What follows belongs to an exercise in optimizing a design on an open flow for a short achievable clock period and few clock cycles; a production flow would make more cautious choices.
In this exercise RTL edits were held to simulation tests only and were not proved equivalent to the original.
No activity file was given, so power comes from the tool's default toggle rates.

Setup of rev 12:
==> module tracking_top, before the edit <==
module tracking_top (
	input  logic          crystal_clk_div_by_two,
	input  logic          rst,
	input  logic          start_valid,
	input  logic [15:0]   start_count,
	input  logic [7:0]    start_min_size,
	input  logic          start_mode,
	output logic          start_ready,
	output logic          mem_rd_en,
	output logic [17:0]   mem_rd_addr,
	input  logic [31:0]   mem_rdata,
	output logic          result_valid,
	output logic [293:0]  result,
	input  logic          result_ready
);
	localparam int NC = 6;
	localparam int AW = 18;
	localparam logic [1:0] K_COLOR = 2'd0;
	localparam logic [1:0] K_SIZE = 2'd1;
	localparam logic [1:0] K_CENT = 2'd2;
	logic srdy;                  
	logic busy;                  
	logic rv;                    
	logic mode;
	logic [15:0] rem;            
	logic more;                  
	logic [AW-1:0] ca0, ca1, ca2;     
	logic rd_en;
	logic [AW-1:0] rd_addr;
	logic [1:0] rd_kind;
	logic [NC-1:0] rd_col;       
	logic [AW-1:0] rd_saddr;     
	logic [AW-1:0] rd_caddr;     
	logic d_v;
	logic [1:0] d_kind;
	logic [NC-1:0] d_col;
	logic [AW-1:0] d_saddr;
	logic [AW-1:0] d_caddr;
	logic q_color;               
	logic q_size;                
	logic [NC-1:0] q_ccol;       
	logic [NC-1:0] q_scol;       
	logic [15:0] q_metric;       
	logic q_max;                 
	logic [AW-1:0] q_saddr;
	logic [AW-1:0] q_caddr;
	logic [15:0] best [NC];      
	logic [AW-1:0] best_caddr [NC];
	logic [NC-1:0] sat;          
	logic [NC-1:0] dirty;        
	logic [NC-1:0] found;
	logic [15:0] res_metric [NC];
	logic [31:0] res_cent [NC];
	assign start_ready = srdy;
	assign result_valid = rv;
	assign mem_rd_en = rd_en;
	assign mem_rd_addr = rd_addr;
	genvar gc;
	generate
		for (gc = 0; gc < NC; gc++) begin : g_res
			assign result[49*gc +: 49] = {found[gc], res_cent[gc], res_metric[gc]};
		end
	endgenerate
	logic accept;
	assign accept = srdy && start_valid;
	logic [NC-1:0] upd;
	always_comb begin
		for (int c = 0; c < NC; c++) begin
			upd[c] = q_size && q_scol[c] && (q_metric > best[c]);
		end
	end
	logic need_size;
	assign need_size = q_color && |(q_ccol & ~sat);
	logic [NC-1:0] pend;
	logic [NC-1:0] cand;
	logic [NC-1:0] pick;
	always_comb begin
		pend = ((rd_en && rd_kind == K_SIZE) ? rd_col : '0)
			| ((d_v && d_kind == K_SIZE) ? d_col : '0)
			| (q_size ? q_scol : '0);
		cand = (|(dirty & ~pend)) ? (dirty & ~pend) : dirty;
		pick = cand & (~cand + 1'b1);     
	end
	logic [AW-1:0] pick_addr;
	always_comb begin
		pick_addr = '0;
		for (int c = 0; c < NC; c++) begin
			pick_addr = pick_addr | (pick[c] ? best_caddr[c] : '0);
		end
	end
	logic go_color;
	assign go_color = more && !(&sat);
	logic done;
	assign done = busy && !go_color && !rd_en && !(d_v && d_kind != K_CENT)
		&& !q_color && !q_size && (dirty == '0);
	logic [15:0] in_metric;
	logic [7:0] in_height;
	assign in_height = mem_rdata[23:16];
	always_comb begin
		if (!mode) begin
			in_metric = mem_rdata[15:0];
		end else if (in_height > 120) begin
			in_metric = '0;
		end else begin
			in_metric = {8'd0, in_height};
		end
	end
	logic [NC-1:0] in_ccol;
	always_comb begin
		for (int c = 0; c < NC; c++) begin
			in_ccol[c] = (mem_rdata[7:0] == 8'(c + 1));
		end
	end
	always_ff @(posedge crystal_clk_div_by_two) begin
		if (rst) begin
			srdy <= 1'b1;
			busy <= 1'b0;
			rv <= 1'b0;
			rd_en <= 1'b0;
			d_v <= 1'b0;
			q_color <= 1'b0;
			q_size <= 1'b0;
			more <= 1'b0;
			dirty <= '0;
		end else begin
			d_v <= rd_en;
			q_color <= d_v && d_kind == K_COLOR;
			q_size <= d_v && d_kind == K_SIZE;
			if (accept) begin
				srdy <= 1'b0;
				busy <= 1'b1;
				rd_en <= (start_count != '0);
				rd_kind <= K_COLOR;
				more <= |start_count[15:1];
				dirty <= '0;
			end else if (busy) begin
				rd_en <= 1'b0;
				if (need_size) begin
					rd_en <= 1'b1;
					rd_kind <= K_SIZE;
				end else if (go_color) begin
					rd_en <= 1'b1;
					rd_kind <= K_COLOR;
					more <= (rem != 16'd1);
				end else if (dirty != '0) begin
					rd_en <= 1'b1;
					rd_kind <= K_CENT;
				end
				dirty <= (dirty & ~((!need_size && !go_color) ? pick : '0)) | upd;
				if (done) begin
					busy <= 1'b0;
					rv <= 1'b1;
				end
			end else if (rv && result_ready) begin
				rv <= 1'b0;
				srdy <= 1'b1;
			end
		end
	end
	always_ff @(posedge crystal_clk_div_by_two) begin
		if (accept) begin
			rd_addr <= AW'(200000);
			rd_saddr <= AW'(200000 + 1);
			rd_caddr <= AW'(200000 + 2);
			ca0 <= AW'(200000 + 3);
			ca1 <= AW'(200000 + 4);
			ca2 <= AW'(200000 + 5);
			rem <= start_count - 1'b1;
			mode <= start_mode;
		end else if (need_size) begin
			rd_addr <= q_saddr;
			rd_caddr <= q_caddr;
			rd_col <= q_ccol;
		end else if (go_color) begin
			rd_addr <= ca0;
			rd_saddr <= ca1;
			rd_caddr <= ca2;
			ca0 <= ca0 + AW'(3);
			ca1 <= ca1 + AW'(3);
			ca2 <= ca2 + AW'(3);
			rem <= rem - 1'b1;
		end else begin
			rd_addr <= pick_addr;
			rd_col <= pick;
		end
		d_kind <= rd_kind;
		d_col <= rd_col;
		d_saddr <= rd_saddr;
		d_caddr <= rd_caddr;
		q_ccol <= in_ccol;
		q_scol <= d_col;
		q_metric <= in_metric;
		q_max <= mode ? (in_metric[7:0] == 8'(120)) : (in_metric == 16'hffff);
		q_saddr <= d_saddr;
		q_caddr <= d_caddr;
	end
	always_ff @(posedge crystal_clk_div_by_two) begin
		for (int c = 0; c < NC; c++) begin
			if (accept) begin
				best[c] <= {8'd0, start_min_size};
				sat[c] <= start_mode && (start_min_size >= 8'(120));
				found[c] <= 1'b0;
				res_metric[c] <= '0;
				res_cent[c] <= '0;
			end else begin
				if (upd[c]) begin
					best[c] <= q_metric;
					best_caddr[c] <= q_caddr;
					sat[c] <= q_max;
					found[c] <= 1'b1;
					res_metric[c] <= q_metric;
				end
				if (d_v && d_kind == K_CENT && d_col[c]) begin
					res_cent[c] <= mem_rdata;
				end
			end
		end
	end
endmodule
export LEC_CHECK = 0
export ABC_CLOCK_PERIOD_IN_PS = 2500
export CAP_MARGIN = 20
export CORE_MARGIN = 2
export CORE_UTILIZATION = 40
export SETUP_SLACK_MARGIN = 5
export SLEW_MARGIN = 20
create_clock -name core_clock -period 8.0 [get_ports {crystal_clk_div_by_two}]
run.sh (not shown) runs the stock make flow with config.mk's settings and CLKGATE_MAP_FILE= SYNTH_SCRIPT=/design/flow/synth_recipe.tcl, a recipe that flattens the netlist after the stock synthesis.
Testbench counts of rev 12, summed over its fixed seeds: cycles 23,594.
For rev 13, these inputs were changed with respect to rev 12:
--- a/flow/design.v
+++ b/flow/design.v
@@ -100,11 +100,16 @@
 	logic [NC-1:0] q_scol;       
 	logic [15:0] q_metric;       
 	logic q_max;                 
+	logic q_need;                
+	logic [NC-1:0] q_gtb;        
+	logic q_gtq;                 
+	logic [NC-1:0] pupd;         
 	logic [AW-1:0] q_saddr;
 	logic [AW-1:0] q_caddr;
 	logic [15:0] best [NC];      
 	logic [AW-1:0] best_caddr [NC];
 	logic [NC-1:0] sat;          
+	logic all_sat;
 	logic [NC-1:0] dirty;        
 	logic [NC-1:0] found;
 	logic [15:0] res_metric [NC];
@@ -119,16 +124,14 @@
 			assign result[49*gc +: 49] = {found[gc], res_cent[gc], res_metric[gc]};
 		end
 	endgenerate
-	logic accept;
-	assign accept = srdy && start_valid;
 	logic [NC-1:0] upd;
 	always_comb begin
 		for (int c = 0; c < NC; c++) begin
-			upd[c] = q_size && q_scol[c] && (q_metric > best[c]);
+			upd[c] = q_size && q_scol[c] && (pupd[c] ? q_gtq : q_gtb[c]);
 		end
 	end
 	logic need_size;
-	assign need_size = q_color && |(q_ccol & ~sat);
+	assign need_size = q_color && q_need;
 	logic [NC-1:0] pend;
 	logic [NC-1:0] cand;
 	logic [NC-1:0] pick;
@@ -147,21 +150,25 @@
 		end
 	end
 	logic go_color;
-	assign go_color = more && !(&sat);
+	assign go_color = more && !all_sat;
 	logic done;
 	assign done = busy && !go_color && !rd_en && !(d_v && d_kind != K_CENT)
 		&& !q_color && !q_size && (dirty == '0);
 	logic [15:0] in_metric;
 	logic [7:0] in_height;
+	logic [15:0] in_size;
+	logic in_hok;
+	logic [NC-1:0] in_gtb;
+	logic in_gtq;
 	assign in_height = mem_rdata[23:16];
-	always_comb begin
-		if (!mode) begin
-			in_metric = mem_rdata[15:0];
-		end else if (in_height > 120) begin
-			in_metric = '0;
-		end else begin
-			in_metric = {8'd0, in_height};
-		end
+	assign in_size = mem_rdata[15:0];
+	assign in_hok = (in_height <= 8'(120));
+	assign in_metric = mode ? (in_hok ? {8'd0, in_height} : 16'd0) : in_size;
+	always_comb begin
+		for (int c = 0; c < NC; c++) begin
+			in_gtb[c] = mode ? (in_hok && ({8'd0, in_height} > best[c])) : (in_size > best[c]);
+		end
+		in_gtq = mode ? (in_hok && ({8'd0, in_height} > q_metric)) : (in_size > q_metric);
 	end
 	logic [NC-1:0] in_ccol;
 	always_comb begin
@@ -184,12 +191,13 @@
 			d_v <= rd_en;
 			q_color <= d_v && d_kind == K_COLOR;
 			q_size <= d_v && d_kind == K_SIZE;
-			if (accept) begin
-				srdy <= 1'b0;
-				busy <= 1'b1;
-				rd_en <= (start_count != '0);
+			if (srdy) begin
+				srdy <= !start_valid;
+				busy <= start_valid;
+				rd_en <= start_valid && (start_count != '0);
 				rd_kind <= K_COLOR;
 				more <= |start_count[15:1];
+				all_sat <= start_mode && (start_min_size >= 8'(120));
 				dirty <= '0;
 			end else if (busy) begin
 				rd_en <= 1'b0;
@@ -199,12 +207,13 @@
 				end else if (go_color) begin
 					rd_en <= 1'b1;
 					rd_kind <= K_COLOR;
-					more <= (rem != 16'd1);
+					more <= (rem != 16'd2);
 				end else if (dirty != '0) begin
 					rd_en <= 1'b1;
 					rd_kind <= K_CENT;
 				end
 				dirty <= (dirty & ~((!need_size && !go_color) ? pick : '0)) | upd;
+				all_sat <= &sat;
 				if (done) begin
 					busy <= 1'b0;
 					rv <= 1'b1;
@@ -216,14 +225,14 @@
 		end
 	end
 	always_ff @(posedge crystal_clk_div_by_two) begin
-		if (accept) begin
+		if (srdy) begin
 			rd_addr <= AW'(200000);
 			rd_saddr <= AW'(200000 + 1);
 			rd_caddr <= AW'(200000 + 2);
 			ca0 <= AW'(200000 + 3);
 			ca1 <= AW'(200000 + 4);
 			ca2 <= AW'(200000 + 5);
-			rem <= start_count - 1'b1;
+			rem <= start_count;
 			mode <= start_mode;
 		end else if (need_size) begin
 			rd_addr <= q_saddr;
@@ -248,13 +257,17 @@
 		q_ccol <= in_ccol;
 		q_scol <= d_col;
 		q_metric <= in_metric;
-		q_max <= mode ? (in_metric[7:0] == 8'(120)) : (in_metric == 16'hffff);
+		q_max <= mode ? (in_height == 8'(120)) : (in_size == 16'hffff);
+		q_need <= |(in_ccol & ~sat);
+		q_gtb <= in_gtb;
+		q_gtq <= in_gtq;
+		pupd <= upd;
 		q_saddr <= d_saddr;
 		q_caddr <= d_caddr;
 	end
 	always_ff @(posedge crystal_clk_div_by_two) begin
 		for (int c = 0; c < NC; c++) begin
-			if (accept) begin
+			if (srdy) begin
 				best[c] <= {8'd0, start_min_size};
 				sat[c] <= start_mode && (start_min_size >= 8'(120));
 				found[c] <= 1'b0;
[summary]
Between rev 12 and rev 13, net switching power of the design increased. Between rev 12 and rev 13, arrival time at the worst endpoint increased. Rev 13 ends up with higher total via count in the routed design than rev 12 does. Delta (rev 13 minus rev 12): area growth from synthesis to final layout decreased by 1.3 points relative to the old numbers; total leakage power increased by about 0.8% relative to the old numbers. Rev 13 vs. rev 12: placement-stage cell area +5.4%; last weighted congestion value of the routability-driven placer +4.4%; combinational cell fraction of total power +0.2 points; final area +1600 sq um. When rev 13 is set beside rev 12, its HPWL after detailed placement turns out to be 3400 um larger. For the wire length on met2, rev 13 came in 12% higher than rev 12 did.
Testbench counts of rev 13, summed over its fixed seeds: cycles 23,597.

---

== the reference run ==
Another version of the RTL of tracking_top (not shown whole).
Size: about 3900 cells after synthesis, ~860 flip-flops, about 380 I/O pins, roughly 0.039 mm2 of cells after synthesis.
==> flow/config.mk <==
export PLATFORM = sky130hd
export DESIGN_NAME = tracking_top
export DESIGN_NICKNAME = tracking_top
export VERILOG_FILES = /design/flow/design.v
export SDC_FILE = /design/flow/constraint.sdc
export NUM_CORES = 4
export LEC_CHECK = 0
export ABC_CLOCK_PERIOD_IN_PS = 2500
export CAP_MARGIN = 20
export CORE_MARGIN = 2
export CORE_UTILIZATION = 40
export SETUP_SLACK_MARGIN = 5
export SLEW_MARGIN = 20
==> flow/constraint.sdc <==
create_clock -name core_clock -period 8.0 [get_ports {crystal_clk_div_by_two}]
set_input_delay 1.6000 -clock core_clock [delete_from_list [all_inputs] [get_ports {crystal_clk_div_by_two}]]
set_output_delay 1.6000 -clock core_clock [all_outputs]
set_load 0.01 [all_outputs]
standard.sh (not shown) runs the stock make flow with config.mk's settings and CLKGATE_MAP_FILE= SYNTH_SCRIPT=/design/flow/synth_recipe.tcl, a recipe that flattens the netlist after the stock synthesis.
==> flow/flow/run.sh <==
#!/bin/bash
set -uo pipefail
MARGIN=${FLOW_SETUP_MARGIN:-5.5}
sed "s/SETUP_SLACK_MARGIN=[0-9.]*/SETUP_SLACK_MARGIN=${MARGIN}/" standard.sh > standard_tight.sh
bash standard_tight.sh > standard_tight.log 2>&1
rc=$?
mkdir -p orfs_logs
cp -r orfs/logs/. orfs_logs/ 2>/dev/null
exit $rc
Testbench counts of the reference run, summed over its fixed seeds: cycles 20,316.
Input changes introduced in the trial run (baseline for comparison: the reference run):
-- flow/design.v --
<<< the reference run, line 90
	logic [1:0] rd_kind;
	logic [NC-1:0] rd_col;       
	logic [AW-1:0] rd_caddr;     
	logic [AW-1:0] rd_xaddr;     
>>> the trial run, line 90
	logic [1:0] rd_kind;
	logic [NC-1:0] rd_col;       
	logic rd_cok;                
	logic [AW-1:0] rd_caddr;     
	logic [AW-1:0] rd_xaddr;     
<<< the reference run, line 97
	logic [1:0] d_kind;
	logic [NC-1:0] d_col;
	logic [AW-1:0] d_addr;
	logic [AW-1:0] d_caddr;
	logic [AW-1:0] d_xaddr;
>>> the trial run, line 98
	logic [1:0] d_kind;
	logic [NC-1:0] d_col;
	logic d_cok;
	logic [AW-1:0] d_caddr;
	logic [AW-1:0] d_xaddr;
<<< the reference run, line 149
	logic go_spec;
	assign go_spec = rd_en && (rd_kind == K_COLOR);
	logic [NC-1:0] pend;
	logic [NC-1:0] cand;
	logic [NC-1:0] pick;
	always_comb begin
		pend = q_color ? q_col : '0;
		cand = (|(dirty & ~pend)) ? (dirty & ~pend) : dirty;
		pick = cand & (~cand + 1'b1);     
	end
	logic [AW-1:0] pick_addr;
	always_comb begin
>>> the trial run, line 150
	logic go_spec;
	assign go_spec = rd_en && (rd_kind == K_COLOR);
	logic [NC-1:0] pick;
	assign pick = dirty & (~dirty + 1'b1);
	logic [AW-1:0] pick_addr;
	always_comb begin
<<< the reference run, line 177
	assign in_metric = mode ? (in_hok ? {8'd0, in_height} : 16'd0) : in_size;
	assign in_need = mode ? (in_hok && ({8'd0, in_height} > min_best)) : (in_size > min_best);
	logic [NC-1:0] is_min;
	logic [15:0] min_next;
	always_comb begin
		min_next = '0;
		for (int i = 0; i < NC; i++) begin
			is_min[i] = 1'b1;
			for (int j = 0; j < NC; j++) begin
				if (j < i && !(best[i] < best[j])) is_min[i] = 1'b0;
				if (j > i && !(best[i] <= best[j])) is_min[i] = 1'b0;
			end
			min_next = min_next | (is_min[i] ? best[i] : '0);
		end
	end
	always_ff @(posedge crystal_clk_div_by_two) begin
		if (!busy) begin
			min_best <= {8'd0, start_min_size};
>>> the trial run, line 172
	assign in_metric = mode ? (in_hok ? {8'd0, in_height} : 16'd0) : in_size;
	assign in_need = mode ? (in_hok && ({8'd0, in_height} > min_best)) : (in_size > min_best);
	logic [15:0] mb [3];
	logic [2:0] is_min;
	logic [15:0] min_next;
	always_comb begin
		is_min[0] = (mb[0] <= mb[1]) && (mb[0] <= mb[2]);
		is_min[1] = (mb[1] < mb[0]) && (mb[1] <= mb[2]);
		is_min[2] = (mb[2] < mb[0]) && (mb[2] < mb[1]);
		min_next = (is_min[0] ? mb[0] : '0) | (is_min[1] ? mb[1] : '0) | (is_min[2] ? mb[2] : '0);
	end
	always_ff @(posedge crystal_clk_div_by_two) begin
		for (int k = 0; k < 3; k++) begin
			if (!busy) begin
				mb[k] <= {8'd0, start_min_size};
			end else begin
				mb[k] <= (best[2*k] <= best[2*k+1]) ? best[2*k] : best[2*k+1];
			end
		end
		if (!busy) begin
			min_best <= {8'd0, start_min_size};
<<< the reference run, line 285
			rd_addr <= pick_addr;
			rd_col <= pick;
		end
		d_kind <= rd_kind;
		d_col <= rd_col;
		d_addr <= rd_addr;
		d_caddr <= rd_caddr;
		d_xaddr <= rd_xaddr;
>>> the trial run, line 283
			rd_addr <= pick_addr;
			rd_col <= pick;
			rd_cok <= !(|(pick & upd));
		end
		d_kind <= rd_kind;
		d_col <= rd_col;
		d_cok <= rd_cok && !(|(rd_col & upd));
		d_caddr <= rd_caddr;
		d_xaddr <= rd_xaddr;
<<< the reference run, line 327
				end
				if ((upd[c] && spec_hit)
					|| (d_v && d_kind == K_CENT && d_col[c] && d_addr == best_xaddr[c])) begin
					res_cent[c] <= mem_rdata;
				end
>>> the trial run, line 326
				end
				if ((upd[c] && spec_hit)
					|| (d_v && d_kind == K_CENT && d_col[c] && d_cok)) begin
					res_cent[c] <= mem_rdata;
				end
==> comparison <==
- Number of global-route vias before repair was higher in the reference run than in the trial run.
- Share of power burned in the clock network (the trial run over the reference run): increase, 1.1 points
- The trial run ended up with a lower total number of multi-input combinational cells than the reference run did.
- Changes observed in the trial run relative to the reference run: required time of the worst setup path has decreased, logic depth of the worst path, buffers included has decreased.
- Going from the reference run to the trial run, logic depth of the worst register-to-register path shrank by 1; number of nets in the layout has decreased; sequential cell count of the final layout rose 3.7%; fraction of final layout cells sized beyond drive strength 1 now smaller.
Testbench counts of the trial run, summed over its fixed seeds: cycles 20,376.

what the ideal ports hide:
Ports are ideal in the flow. The routed layouts listed here were re-timed in OpenROAD. Step 1, drivers: a clkbuf_16 drives crystal_clk_div_by_two and a buf_2 each remaining input, both assumed. Step 2 adds t to the input delays and takes it off the output delays; t is the mean of the earliest and latest rising clock arrival at the registers after step 1. Input paths then give back, and output paths get back, about the clock's delay inside the block. Three values: ideal, step 1, step 2; two values: the first two.
run | shift t [ns] | slack for setup (ns) | worst setup path at the end
rev 12 | 0.672 | 5.059 / 5.007 / 4.427 | input to register
rev 13 | 0.690 | 5.034 / 4.972 / 4.386 | input to register
the reference run | 0.722 | 5.018 / 5.018 / 4.714 | input to register
the trial run | 0.734 | 5.221 / 5.156 / 4.778 | input to register
After both steps setup and hold are still met in every run listed. For rev 13, which loses most, drivers alone change the setup slack by -0.062 ns; drivers and shift together by -0.648 ns.
